Source: an optimization exercise on an open RTL-to-GDS flow (aim: small area, a short achievable clock period and few clock cycles per item). Production flows keep margins and buffers that such runs may drop.
In this exercise RTL edits were held to simulation tests only and were not proved equivalent to the original.
Power figures rest on the tool's default switching activity, not on a simulated workload.

`design/flow/design.v`:
```
package alcar_pkg;
	typedef enum logic [2:0] {
		OP_READ  = 3'd0,
		OP_WRITE = 3'd1,
		OP_TICK  = 3'd2,
		OP_FLUSH = 3'd3,
		OP_MREAD = 3'd4,
		OP_MLOAD = 3'd5
	} op_t;
endpackage
module alcar_ram #(
	parameter int WIDTH = 16,
	parameter int DEPTH = 128
) (
	input  logic                     clk,
	input  logic                     we,
	input  logic [$clog2(DEPTH)-1:0] waddr,
	input  logic [WIDTH-1:0]         wdata,
	input  logic [$clog2(DEPTH)-1:0] raddr,
	output logic [WIDTH-1:0]         rdata
);
	logic [WIDTH-1:0] mem [DEPTH];
	always_ff @(posedge clk) begin
		if (we)
			mem[waddr] <= wdata;
		rdata <= mem[raddr];
	end
endmodule
module assoc_line_cache_age_replace_unit (
	input  logic        clk,
	input  logic        arst_n,
	input  logic        in_valid,
	output logic        in_ready,
	input  logic [2:0]  op,
	input  logic [6:0]  addr,
	input  logic [15:0] wdata,
	output logic        out_valid,
	input  logic        out_ready,
	output logic [15:0] rdata,
	output logic        miss
);
	localparam int L  = 5;    
	localparam int W  = 10;   
	localparam int R  = 13;   
	localparam int MW = 128;  
	logic [15:0]  mem_q  [R][W];
	logic [15:0]  line_q [L][W];
	logic [3:0]   tag_q  [L];
	logic [L-1:0] valid_q, dirty_q, pend_q;
	logic [15:0]  age_q  [L];
	logic         b_q    [L][L];  
	logic         irv_q;
	logic [2:0]   op_q;
	logic [3:0]   row_q;
	logic [R-1:0] rowoh_q;
	logic [W-1:0] offoh_q;
	logic [15:0]  wd_q;
	logic [L-1:0] hitv_q;  
	logic         clr_q;
	logic         in_ready_q;
	logic         hv_q, tv_q;
	logic [15:0]  hd_q, td_q;
	logic         hm_q, tm_q;
	assign in_ready  = in_ready_q;
	assign out_valid = hv_q;
	assign rdata     = hd_q;
	assign miss      = hm_q;
	logic [3:0] in_row;
	logic [3:0] in_off;
	always_comb begin
		in_row = '0;
		for (int r = 1; r < R; r++)
			if (addr >= 7'(r * W)) in_row = 4'(r);
		in_off = 4'(addr - 7'(in_row) * 7'(W));
	end
	logic is_rd, is_wr, is_tick, is_fl, is_mrd, is_mld, is_rw;
	assign is_rd   = op_q == alcar_pkg::OP_READ;
	assign is_wr   = op_q == alcar_pkg::OP_WRITE;
	assign is_tick = op_q == alcar_pkg::OP_TICK;
	assign is_fl   = op_q == alcar_pkg::OP_FLUSH;
	assign is_mrd  = op_q == alcar_pkg::OP_MREAD;
	assign is_mld  = op_q == alcar_pkg::OP_MLOAD;
	assign is_rw   = is_rd | is_wr;
	logic fire;
	assign fire = irv_q & ~(hv_q & tv_q);
	logic hit;
	assign hit = |hitv_q;
	logic [L-1:0] vic_v;
	logic         all_valid;
	assign all_valid = &valid_q;
	always_comb begin
		logic seen;
		seen = 1'b0;
		for (int k = 0; k < L; k++) begin
			if (!all_valid) begin
				vic_v[k] = !valid_q[k] && !seen;
			end else begin
				vic_v[k] = 1'b1;
				for (int i = 0; i < L; i++) begin
					if (i < k && b_q[i][k]) vic_v[k] = 1'b0;
					if (i > k && !b_q[k][i]) vic_v[k] = 1'b0;
				end
			end
			if (!valid_q[k]) seen = 1'b1;
		end
	end
	logic [L-1:0] vd, dr_cand, dr_v;
	assign vd = valid_q & dirty_q;
	assign dr_cand = pend_q | ((fire & is_fl) ? vd : '0);
	always_comb begin
		logic seen;
		seen = 1'b0;
		for (int k = 0; k < L; k++) begin
			dr_v[k] = dr_cand[k] && !seen;
			if (dr_cand[k]) seen = 1'b1;
		end
	end
	logic mld_go, use_hit, use_vic, hit_pend, wb_go;
	logic [L-1:0] sel_v;
	assign mld_go   = fire & is_mld;
	assign use_hit  = fire & hit & (is_rw | is_mrd | is_mld);
	assign use_vic  = fire & is_rw & ~hit;
	assign hit_pend = |(hitv_q & pend_q);
	assign sel_v    = use_hit ? hitv_q : (use_vic ? vic_v : dr_v);
	assign wb_go    = use_hit ? hit_pend
		: (use_vic ? all_valid : (~mld_go & |dr_cand));
	logic [15:0]  wbw [W];
	logic [R-1:0] wb_rowoh;
	always_comb begin
		for (int o = 0; o < W; o++) begin
			wbw[o] = '0;
			for (int k = 0; k < L; k++) if (sel_v[k]) wbw[o] |= line_q[k][o];
		end
		wb_rowoh = '0;
		for (int k = 0; k < L; k++)
			for (int r = 0; r < R; r++)
				if (sel_v[k] && tag_q[k] == 4'(r)) wb_rowoh[r] = 1'b1;
	end
	logic [15:0] rww [W];
	logic [15:0] mword, hword;
	always_comb begin
		for (int o = 0; o < W; o++) begin
			rww[o] = '0;
			for (int r = 0; r < R; r++)
				if (r * W + o < MW && rowoh_q[r]) rww[o] |= mem_q[r][o];
		end
		mword = '0;
		hword = '0;
		for (int o = 0; o < W; o++)
			if (offoh_q[o]) begin
				mword |= rww[o];
				hword |= wbw[o];
			end
	end
	logic rw_go, do_fill;
	assign rw_go   = fire & is_rw;
	assign do_fill = rw_go & ~hit;
	logic [L-1:0] acc_v;
	assign acc_v = hit ? hitv_q : vic_v;
	logic [15:0] res_d;
	logic        res_m;
	assign res_d = is_rd ? (hit ? hword : mword)
		: (is_mrd ? (hit_pend ? hword : mword) : 16'h0);
	assign res_m = is_rw & ~hit;
	logic [L-1:0] zero_v, sat_n;
	always_comb
		for (int k = 0; k < L; k++) begin
			zero_v[k] = age_q[k] == 16'h0;
			sat_n[k]  = age_q[k] >= 16'hFFFE;
		end
	for (genvar r = 0; r < R; r++) begin : g_mrow
		for (genvar o = 0; o < W; o++) begin : g_mword
			if (r * W + o < MW) begin : g_w
				logic        en;
				logic [15:0] d;
				logic [15:0] q;
				assign en = clr_q | (wb_go & wb_rowoh[r])
					| (mld_go & rowoh_q[r] & offoh_q[o]);
				assign d = clr_q ? 16'h0 : ((mld_go & offoh_q[o]) ? wd_q : wbw[o]);
				always_ff @(posedge clk)
					if (en) q <= d;
				assign mem_q[r][o] = q;
			end else begin : g_none
				assign mem_q[r][o] = '0;
			end
		end
	end
	for (genvar k = 0; k < L; k++) begin : g_line
		for (genvar o = 0; o < W; o++) begin : g_lword
			logic        en;
			logic [15:0] d;
			logic [15:0] q;
			assign en = (do_fill & vic_v[k]) | (rw_go & is_wr & hitv_q[k] & offoh_q[o]);
			assign d = (is_wr & offoh_q[o]) ? wd_q : rww[o];
			always_ff @(posedge clk)
				if (en) q <= d;
			assign line_q[k][o] = q;
		end
		logic [3:0]  tag;
		logic        dirty, valid, pend;
		logic [15:0] age;
		always_ff @(posedge clk) begin
			if (do_fill & vic_v[k]) tag <= row_q;
			if (rw_go & acc_v[k]) dirty <= is_wr | (hit & dirty);
			else if (fire & is_fl) dirty <= 1'b0;
			if (rw_go & acc_v[k]) age <= '0;
			else if (fire & is_tick & age != 16'hFFFF) age <= age + 16'd1;
		end
		always_ff @(posedge clk or negedge arst_n)
			if (!arst_n) begin
				valid <= 1'b0;
				pend <= 1'b0;
			end else begin
				if (do_fill & vic_v[k]) valid <= 1'b1;
				pend <= dr_cand[k] & ~(wb_go & sel_v[k]);
			end
		assign tag_q[k]   = tag;
		assign dirty_q[k] = dirty;
		assign valid_q[k] = valid;
		assign pend_q[k]  = pend;
		assign age_q[k]   = age;
		for (genvar j = 0; j < L; j++) begin : g_b
			if (j > k) begin : g_p
				logic b;
				always_ff @(posedge clk)
					if (rw_go & acc_v[k]) b <= zero_v[j];
					else if (rw_go & acc_v[j]) b <= 1'b1;
					else if (fire & is_tick) b <= b | sat_n[k];
				assign b_q[k][j] = b;
			end else begin : g_n
				assign b_q[k][j] = 1'b0;
			end
		end
	end
	logic acc, pop, push;
	assign acc  = in_valid & in_ready_q;
	assign pop  = hv_q & out_ready;
	assign push = fire;
	logic         irv_n;
	logic [1:0]   rqc_n;
	logic [3:0]   row_n;
	logic [L-1:0] hitv_n;
	always_comb begin
		row_n = acc ? in_row : row_q;
		for (int k = 0; k < L; k++)
			hitv_n[k] = (do_fill & vic_v[k]) ? (row_n == row_q)
				: (valid_q[k] & (tag_q[k] == row_n));
		irv_n = acc | (irv_q & ~fire);
		rqc_n = 2'(hv_q) + 2'(tv_q) + 2'(push) - 2'(pop);
	end
	always_ff @(posedge clk or negedge arst_n) begin
		if (!arst_n) begin
			irv_q <= 1'b0;
			clr_q <= 1'b1;
			in_ready_q <= 1'b1;
			hv_q <= 1'b0;
			tv_q <= 1'b0;
		end else begin
			clr_q <= 1'b0;
			irv_q <= irv_n;
			in_ready_q <= ~irv_n | (rqc_n != 2'd2);
			if (push & pop) begin
				hv_q <= 1'b1;
				tv_q <= tv_q;
			end else if (push) begin
				hv_q <= 1'b1;
				tv_q <= hv_q;
			end else if (pop) begin
				hv_q <= tv_q;
				tv_q <= 1'b0;
			end
		end
	end
	always_ff @(posedge clk) begin
		hitv_q <= hitv_n;
		if (acc) begin
			op_q <= op;
			row_q <= in_row;
			for (int r = 0; r < R; r++) rowoh_q[r] <= in_row == 4'(r);
			for (int o = 0; o < W; o++) offoh_q[o] <= in_off == 4'(o);
			wd_q <= wdata;
		end
		if (~hv_q | pop) begin
			hd_q <= tv_q ? td_q : res_d;
			hm_q <= tv_q ? tm_q : res_m;
		end
		if (push & hv_q) begin
			td_q <= res_d;
			tm_q <= res_m;
		end
	end
endmodule
```
`design/flow/run.sh`:
```
#!/bin/bash
# synth_recipe.tcl (not shown) runs the flow's synth.tcl, then flattens the netlist and writes it again
# the make line also repeats each setting of config.mk as NAME=value (left out here)
make -C /OpenROAD-flow-scripts/flow DESIGN_CONFIG=/design/flow/config.mk WORK_HOME=/design/flow/orfs CLKGATE_MAP_FILE= SYNTH_SCRIPT=/design/flow/synth_recipe.tcl finish
```
`design/flow/config.mk`:
```
export PLATFORM = sky130hd
export DESIGN_NAME = assoc_line_cache_age_replace_unit
export DESIGN_NICKNAME = assoc_line_cache_age_replace_unit
export VERILOG_FILES = /design/flow/design.v
export SDC_FILE = /design/flow/constraint.sdc
export NUM_CORES = 4
export LEC_CHECK = 0
export CAP_MARGIN = 20
export CORE_MARGIN = 2
export CORE_UTILIZATION = 40
export SLEW_MARGIN = 20
```
`design/flow/constraint.sdc`:
```
create_clock -name core_clock -period 10.0 [get_ports {clk}]
set_input_delay 2.0000 -clock core_clock [delete_from_list [all_inputs] [get_ports {clk}]]
set_output_delay 2.0000 -clock core_clock [all_outputs]
set_load 0.01 [all_outputs]
```
==> out/metrics.yaml <==
synth:
  avgSynthCellArea_sq_um: 15.4
  seq_area_frac_synth: 0.769
  synth_cells: 7699
  synth_compound_area_frac: 0.133
  syn-cell-area_sq_mm: 0.118
  synth-xor-area-share: 0.00681
  synth.net_count: 7747
  synth_top_family_by_area: "compound AO/OA/AOI/OAI gates"
  synthArstFlopShare: 0.00490
  yosys.area_share.adder: 0.00203
  ys_seq_elements: 3063
  synth_cell_types: 83
  ys_warn_count: 8
  synth-simple-area-share: 0.0674
  synth_edf_count: 2959
  ys.flop_type: "edfxtp_1"
  synthMuxAreaShare: 0.00130
setup_path:
  reg2reg_to: "hd_q[13]"
  cp.buffers_inverters: 4
  r2r-start: "tv_q"
  reg2reg_depth: 14
  worstSetupPathType: "flop to flop"
  worstPathCellList: "buf_4 -> a21bo_2 -> inv_1 -> a31oi_1 -> or4b_1 -> a31oi_4 -> buf_4 -> buf_12 -> a222oi_1 -> a31oi_1 -> nor4_1 -> nand2_1 -> o21ai_1 -> o211ai_1"
  crit_path_max_incr_delay_ns: 0.97
  required_ns: 10.79
  cp.arrival_ns: 6.92
  crit_path_end_kind: "flop"
  start_kind: "flop"
  r2r_slack_ns: 3.86
  path_delay_family: "compound AO/OA/AOI/OAI gates"
  crit_cells: 14
  critPathSlowestCell: "a31oi_1"
  critPathMaxFanout: 74
  crit_start: "tv_q"
  worstSetupEndpoint: "hd_q[13]"
power_and_ir_drop:
  p_seq_frac: 0.479
  irDropWorstVdd_uv: 288
  swShare: 0.331
  p_comb_frac: 0.254
  power_mw: 42.9
  power_switching_mw: 14.2
  p_int_mw: 28.7
  power_density_mw_per_mm2: 320
  p_clk_frac: 0.267
  leakagePower_nw: 45.3
clock_tree:
  post_cts_resized: 0
  postCtsSetupRepairBufs: 0
  insertion_delay_ns: 0.98
  postCtsHoldBufs: 0
  cts_tree: "done"
  cts_buffer_depth: 4
  cts_num_sinks: 3063
  path_clk_slew_ns: 0.06
  h-tree-depth: 5
  cts_buffers: 329
  root_buffer: "clkbuf_16"
routing:
  via_per_inst: 6.43
  wirelength_mm: 406
  routedWlPerCell_microns: 33.9
  drt_iter0_markers: 13800
  vias: 76900
  antenna_left: 0
  dr.pass1.iters: 9
  drc: 0
placement:
  placed_area_sq_mm: 0.124
  port_buffers: 48
  routabilityCongestion: 1.01
  post-place-ws_ns: 4.15
  dp_hpwl_mm: 255
timing:
  period_needed_ns: 6.14
  setup_tns_ns: 0
  final-setup-viol-count: 0
  fin_skew_ns: 0.0901
  tightest_slew_ns: 1.35
  rsz0062_at_grt: "no"
  hold_slack_ns: 0.501
  final_max_slew_viol_count: 0
  layout_setup_ws_ns: 3.86
  min_period_over_period: 0.614
  slew_headroom: 0.0885
  hold_viol_final: 0
  fmax_mhz: 163
grt:
  grt_start_max_net_pins: 97
  grt_pass1_wl_mm: 561
  grt_usage: 0.263
  grt-ovfl-total: 0
  antenna_found_initial: 30
  grt_pass1_vias: 72000
finish:
  postLayoutCellArea_sq_mm: 0.134
  drive_above_1_share: 0.0993
  syn_to_final_growth_pct: 13.4
  layout.nets: 7847
  fillers: 25400
die:
  die_w_microns: 548
  core_area_sq_mm: 0.294
  num_io_pins: 49
  dieArea_sq_mm: 0.300
  placementRows: 199
  initial_core_util: 0.402
  die_y_microns: 548
min_path:
  min_path_cells: 2
  hold_path.class: "flop to flop"
job:
  drv_cap: 0
outcome:
  status: "no timing/DRC/antenna violations"
cells in the mapped netlist (87+ instances only):
| cell | number | share of area |
|---|---|---|
| nand2_1 | 453 | 0.014 |
| dfxtp_1 | 89 | 0.015 |
| o21ai_0 | 87 | 0.0037 |
| nand3_1 | 335 | 0.014 |
| a21oi_1 | 330 | 0.014 |
| a22oi_1 | 996 | 0.063 |
| edfxtp_1 | 2959 | 0.75 |
| nand4_1 | 92 | 0.0049 |
| a222oi_1 | 253 | 0.021 |
| clkbuf_1 | 404 | 0.013 |
| nor2_1 | 632 | 0.020 |
| a311oi_1 | 107 | 0.0079 |
| buf_1 | 97 | 0.0031 |
per-layer routing:
metal  wire [microns]  part of all wire  vias up  GRT usage
li1                 -                 -    31400          -
met1           150000              0.37    38800      0.355
met2           179000              0.44     5769      0.390
met3            56100              0.14      909     0.0801
met4            20800             0.051       14      0.123
met5               86           0.00021        -          0
worst min path at each step:
stage / endpoint / startpoint / slack [ns]
floorplan: g_line[4].age[9] / g_line[4].age[9] / 0.47
global placement: g_line[0].age[6] / g_line[0].age[6] / 0.48
detailed placement: g_line[3].age[10] / g_line[3].age[10] / 0.49
CTS: g_line[3].age[10] / g_line[3].age[10] / 0.50
global route: g_line[3].age[10] / g_line[3].age[10] / 0.52
finish: g_line[3].age[10] / g_line[3].age[10] / 0.50
power by group through the flow:
| stage | logic [mW] | registers [mW] | clock network [mW] |
|---|---|---|---|
| 2_1_floorplan | 5.35 | 20.4 | 0 |
| 3_3_place_gp | 10.3 | 20.6 | 0 |
| 3_5_place_dp | 10.5 | 20.8 | 0 |
| 4_1_cts | 10.5 | 20.5 | 11.6 |
| 5_1_grt | 11.2 | 20.8 | 12.1 |
| 6_report | 10.9 | 20.6 | 11.5 |
layout by cell type, fill, tap and decap left out, types with 81 or more instances in the layout:
master / netlist / layout
edfxtp_1: 2959 / 2959
a22oi_1: 996 / 996
nor2_1: 632 / 626
nand2_1: 453 / 443
nand3_1: 335 / 335
clkbuf_16: 0 / 333
a21oi_1: 330 / 326
buf_4: 15 / 258
a222oi_1: 253 / 253
nand4_1: 92 / 92
dfxtp_1: 89 / 89
a311oi_1: 107 / 86
o21ai_0: 87 / 85
a21o_1: 81 / 81
sequential cells by signal, indices dropped and copies added (netlist names), 3 cells and up:
signal and count:
hd_q 16, offoh_q 10, g_line.tag 20, g_line.valid 5
wd_q 16, td_q 16, g_line.pend 5, g_line.g_lword.q 800
hitv_q 5, g_line.dirty 5, rowoh_q 13, g_line.g_b.g_p.b 10
g_line.age 80, op_q 3, row_q 4, g_mrow.g_mword.g_w.q 2048
cell families after synthesis:
logic type,after synthesis
AO/OA/AOI/OAI,2136
XOR/XNOR,92
adder cells (fa/ha/maj),18
buffers and inverters,605
flip-flops,3063
multiplexers,14
other,1
AND/OR/NAND/NOR,1770
worst reg2reg max path, stage by stage (launching register included):
cell and delay [ns]:
dfrtp_1 0.32, buf_4 0.40, a21bo_2 0.50, inv_1 0.34, a31oi_1 0.40, or4b_1 0.54
a31oi_4 0.17, buf_4 0.68, buf_12 0.54, a222oi_1 0.24, a31oi_1 0.97, nor4_1 0.35
nand2_1 0.19, o21ai_1 0.11, o211ai_1 0.19
cell type report:
cell class	instances	area, sq um	share of cell area
Antenna cell	16	40.0	0.000298
Clock buffer	413	8650	0.0645
Clock inverter	149	1280	0.00955
Inverter	52	195	0.00145
Multi-Input combinational cell	4031	25400	0.189
Sequential cell	3063	91000	0.678
Tap cell	3919	4900	0.0365
Timing Repair Buffer	322	2710	0.0202
per-stage QoR:
step,std cells,util
CTS,11900,0.456
finish,12000,0.456
detailed placement,11400,0.422
global route,12000,0.456
floorplan,7699,-
global placement,11400,0.422
Testbench counts, summed over its fixed seeds: cycles 12,016, items 12,000.

==> re-timing with driven ports <==
The results above use ideal ports. As a check the final layout listed here was re-extracted and re-timed, cells and wires unchanged.
Step 1: set_driving_cell puts a clkbuf_16 on clk and a buf_2 on each other input, an assumption about the parent block.
Step 2 also shifts input and output timing later by t, the mid clock arrival at the registers, as if the neighbouring blocks saw the same clock.
a / b / c = no drivers / after step 1 / after step 2; a / b = the first two.
t, ns: 1.036
setup slack, ns: 3.865 / 3.865 / 3.865
latest minus earliest clock arrival (ns): 0.092 / 0.091
worst register clock-pin slew, ns: 0.07 / 0.07
pins driven straight from the clock port: 1
After both steps setup and hold are still met in this run. The setup slack of this run moves by 0.000 ns with the drivers and by 0.000 ns with both steps.
